Background: an optimization exercise with open tools, aiming at small area. Do not read the settings as production practice.
Only simulation tests tie the RTL to the original design; equivalence was not proved.
Power and IR drop assume default switching activity.

Setup of red:
## rf_multiport
module rf_multiport #(
  parameter int unsigned DW      = 32,
  parameter int unsigned AW      = 5,
  parameter bit          ZERO_R0 = 1'b1,
  parameter logic [31:0] DBG_OFS = 32'h20
) (
  input  logic          clk,
  input  logic          rst,
  input  logic [AW-1:0] ra1,
  input  logic [AW-1:0] ra2,
  output logic [DW-1:0] rd1,
  output logic [DW-1:0] rd2,
  input  logic [AW-1:0] wa,
  input  logic [DW-1:0] wd,
  input  logic          we,
  input  logic          clr,
  output logic          busy,
  input  logic [AW-1:0] dbg_sel,
  output logic [DW-1:0] dbg_q
);
Size in the first run: ~3,900 cells after synthesis, about 44,000 µm² of cells after synthesis.
clock: 10.0 ns
lec_check: 0
cap_margin: 20
cell_pad_in_sites_detail_placement: 1
cell_pad_in_sites_global_placement: 1
core_margin: 2
core_utilization: 55
place_density: 0.72
slew_margin: 20
synth_hierarchical: 1
standard.sh (not shown) runs the stock make flow with config.mk's settings and CLKGATE_MAP_FILE= SYNTH_SCRIPT=/design/flow/synth_recipe.tcl, a recipe that flattens the netlist after the stock synthesis.
==> flow/flow/run.sh <==
#!/bin/bash
# The standard layout (standard synthesis included), with two changes:
# - the port buffers are the smallest buffer rather than the flow's default pick;
# - the clock tree uses small clock buffers in small sink clusters, without dummy loads.
# make's full output goes to flow_make.log here; each ORFS step logs under orfs/logs/.
set -euo pipefail
cd "$(dirname "$0")/.."
bash standard.sh \
  "BUFFER_PORTS_ARGS=-buffer_cell sky130_fd_sc_hd__buf_1" \
  "CTS_ARGS=-sink_clustering_enable -repair_clock_nets -dont_use_dummy_load -buf_list sky130_fd_sc_hd__clkbuf_4 -sink_clustering_size 10 -sink_clustering_max_diameter 35" \
  finish > flow_make.log 2>&1
Setup changes, red to blue
# red
export LEC_CHECK = 0
export CAP_MARGIN = 20
export CELL_PAD_IN_SITES_DETAIL_PLACEMENT = 1
export CELL_PAD_IN_SITES_GLOBAL_PLACEMENT = 1
export CORE_MARGIN = 2
export CORE_UTILIZATION = 55
export PLACE_DENSITY = 0.72
export SLEW_MARGIN = 20
export SYNTH_HIERARCHICAL = 1
create_clock -name core_clock -period 10.0 [get_ports {clk}]
# blue
export LEC_CHECK = 0
export CAP_MARGIN = 20
export CELL_PAD_IN_SITES_DETAIL_PLACEMENT = 1
export CELL_PAD_IN_SITES_GLOBAL_PLACEMENT = 1
export CORE_MARGIN = 2
export CORE_UTILIZATION = 40
export SLEW_MARGIN = 20
export SYNTH_HIERARCHICAL = 1
create_clock -name core_clock -period 10.0 [get_ports {clk}]
-- flow/flow/run.sh --
<<< red, line 9
  "BUFFER_PORTS_ARGS=-buffer_cell sky130_fd_sc_hd__buf_1" \
  "CTS_ARGS=-sink_clustering_enable -repair_clock_nets -dont_use_dummy_load -buf_list sky130_fd_sc_hd__clkbuf_4 -sink_clustering_size 10 -sink_clustering_max_diameter 35" \
  finish > flow_make.log 2>&1
>>> blue, line 9
  "BUFFER_PORTS_ARGS=-buffer_cell sky130_fd_sc_hd__buf_1" \
  "CTS_ARGS=-sink_clustering_enable -repair_clock_nets -dont_use_dummy_load -buf_list {sky130_fd_sc_hd__clkbuf_4 sky130_fd_sc_hd__clkbuf_8} -sink_clustering_size 16 -sink_clustering_max_diameter 50" \
  finish > flow_make.log 2>&1
- Global-route wire length before repair (blue / red): 1.09
- Of the two values seen for timing startpoint of the critical path, rst was produced by blue and dbg_sel[1] by red.
- [blue] non-clock buffer count rose 60 relative to red
- Number of clock buffer instances in the layout: higher on red
- Number of antenna repair diodes in blue is 5 lower than in red
- Compared blue vs red, and post-route met1 wirelength is up in blue.
- Summary: with red as the reference, final instance area in blue moved up by a few percent.
- Looking at share of the cycle needed by the critical path after routing, blue sits 2.7 points below red.
- For the met1 track demand over resource in global routing, blue came in 9.6 points lower than red did.
- Smallest setup slack after layout improves in blue relative to red.
- In terms of logic gate share of total power, blue and red differ only marginally.
Modified inputs, green compared to blue
# blue
export LEC_CHECK = 0
export CAP_MARGIN = 20
export CELL_PAD_IN_SITES_DETAIL_PLACEMENT = 1
export CELL_PAD_IN_SITES_GLOBAL_PLACEMENT = 1
export CORE_MARGIN = 2
export CORE_UTILIZATION = 40
export SLEW_MARGIN = 20
export SYNTH_HIERARCHICAL = 1
create_clock -name core_clock -period 10.0 [get_ports {clk}]
# green
export LEC_CHECK = 0
export CAP_MARGIN = 20
export CELL_PAD_IN_SITES_DETAIL_PLACEMENT = 1
export CELL_PAD_IN_SITES_GLOBAL_PLACEMENT = 1
export CORE_MARGIN = 2
export CORE_UTILIZATION = 50
export PLACE_DENSITY = 0.7
export SLEW_MARGIN = 20
export SYNTH_HIERARCHICAL = 1
create_clock -name core_clock -period 10.0 [get_ports {clk}]
-- flow/flow/run.sh --
<<< blue, line 9
  "BUFFER_PORTS_ARGS=-buffer_cell sky130_fd_sc_hd__buf_1" \
  "CTS_ARGS=-sink_clustering_enable -repair_clock_nets -dont_use_dummy_load -buf_list {sky130_fd_sc_hd__clkbuf_4 sky130_fd_sc_hd__clkbuf_8} -sink_clustering_size 16 -sink_clustering_max_diameter 50" \
  finish > flow_make.log 2>&1
>>> green, line 9
  "BUFFER_PORTS_ARGS=-buffer_cell sky130_fd_sc_hd__buf_1" \
  "CTS_ARGS=-sink_clustering_enable -repair_clock_nets -dont_use_dummy_load -buf_list sky130_fd_sc_hd__clkbuf_4 -sink_clustering_size 10 -sink_clustering_max_diameter 35" \
  finish > flow_make.log 2>&1
Notes after the runs:
- The share of power burned in combinational logic on green is in line with that on blue.
- From blue to green the numbers moved as follows: amount of wire on met3 after detailed routing saw a decrease, placement-stage cell area -about 1.7%, total routed wirelength lost 10%, width of the chip shrank by about 10%, worst-skew pair later-pin latency saw an increase.
- Sort green and blue by final instance area, descending, and blue comes first.
diff inputs: green => orange
# green
export LEC_CHECK = 0
export CAP_MARGIN = 20
export CELL_PAD_IN_SITES_DETAIL_PLACEMENT = 1
export CELL_PAD_IN_SITES_GLOBAL_PLACEMENT = 1
export CORE_MARGIN = 2
export CORE_UTILIZATION = 50
export PLACE_DENSITY = 0.7
export SLEW_MARGIN = 20
export SYNTH_HIERARCHICAL = 1
create_clock -name core_clock -period 10.0 [get_ports {clk}]
# orange
export LEC_CHECK = 0
export CAP_MARGIN = 20
export CELL_PAD_IN_SITES_DETAIL_PLACEMENT = 1
export CELL_PAD_IN_SITES_GLOBAL_PLACEMENT = 1
export CORE_MARGIN = 2
export CORE_UTILIZATION = 40
export PLACE_DENSITY = 0.7
export SLEW_MARGIN = 20
export SYNTH_HIERARCHICAL = 1
create_clock -name core_clock -period 10.0 [get_ports {clk}]
-- flow/flow/run.sh --
<<< green, line 9
  "BUFFER_PORTS_ARGS=-buffer_cell sky130_fd_sc_hd__buf_1" \
  "CTS_ARGS=-sink_clustering_enable -repair_clock_nets -dont_use_dummy_load -buf_list sky130_fd_sc_hd__clkbuf_4 -sink_clustering_size 10 -sink_clustering_max_diameter 35" \
  finish > flow_make.log 2>&1
>>> orange, line 9
  "BUFFER_PORTS_ARGS=-buffer_cell sky130_fd_sc_hd__buf_1" \
  "CTS_ARGS=-sink_clustering_enable -repair_clock_nets -dont_use_dummy_load -buf_list {sky130_fd_sc_hd__clkbuf_4 sky130_fd_sc_hd__clkbuf_8} -sink_clustering_size 16 -sink_clustering_max_diameter 50" \
  finish > flow_make.log 2>&1
==> comparison <==
orange — sequential share of layout area 0.72 points lower, green as reference
orange against green: number of nets in the synthesized netlist barely changed, number of non-clock buffers in the layout climbed 22.
Mean number of vias per cell (lower): orange

-- separate check: timing with driven ports --
The results above use ideal ports. As a check the final layouts listed here were re-extracted and re-timed, cells and wires unchanged. Step 1 assumes that a clkbuf_16 drives the clock port and a buf_2 every other input. Step 2 times the ports against the registers' clock, not the clock port: input delays grow and output delays shrink by t, the midpoint of the rising clock arrivals with the driver on. a / b / c = no drivers / after step 1 / after step 2; a / b = the first two.
run | t (ns) | setup WS [ns] | worst setup path after step 2 | clock arrival spread, ns
red | 1.175 | 1.437 / 1.363 / 1.363 | input to output | 0.171 / 0.171
blue | 0.899 | 1.712 / 1.689 / 1.689 | input to output | 0.102 / 0.102
green | 1.217 | 1.557 / 1.449 / 1.449 | input to output | 0.168 / 0.167
orange | 0.900 | 1.540 / 1.507 / 1.507 | input to output | 0.088 / 0.088
After both steps every run listed still meets setup and hold. The setup slack of green, which loses most, moves by -0.108 ns with the drivers and by -0.108 ns with both steps.
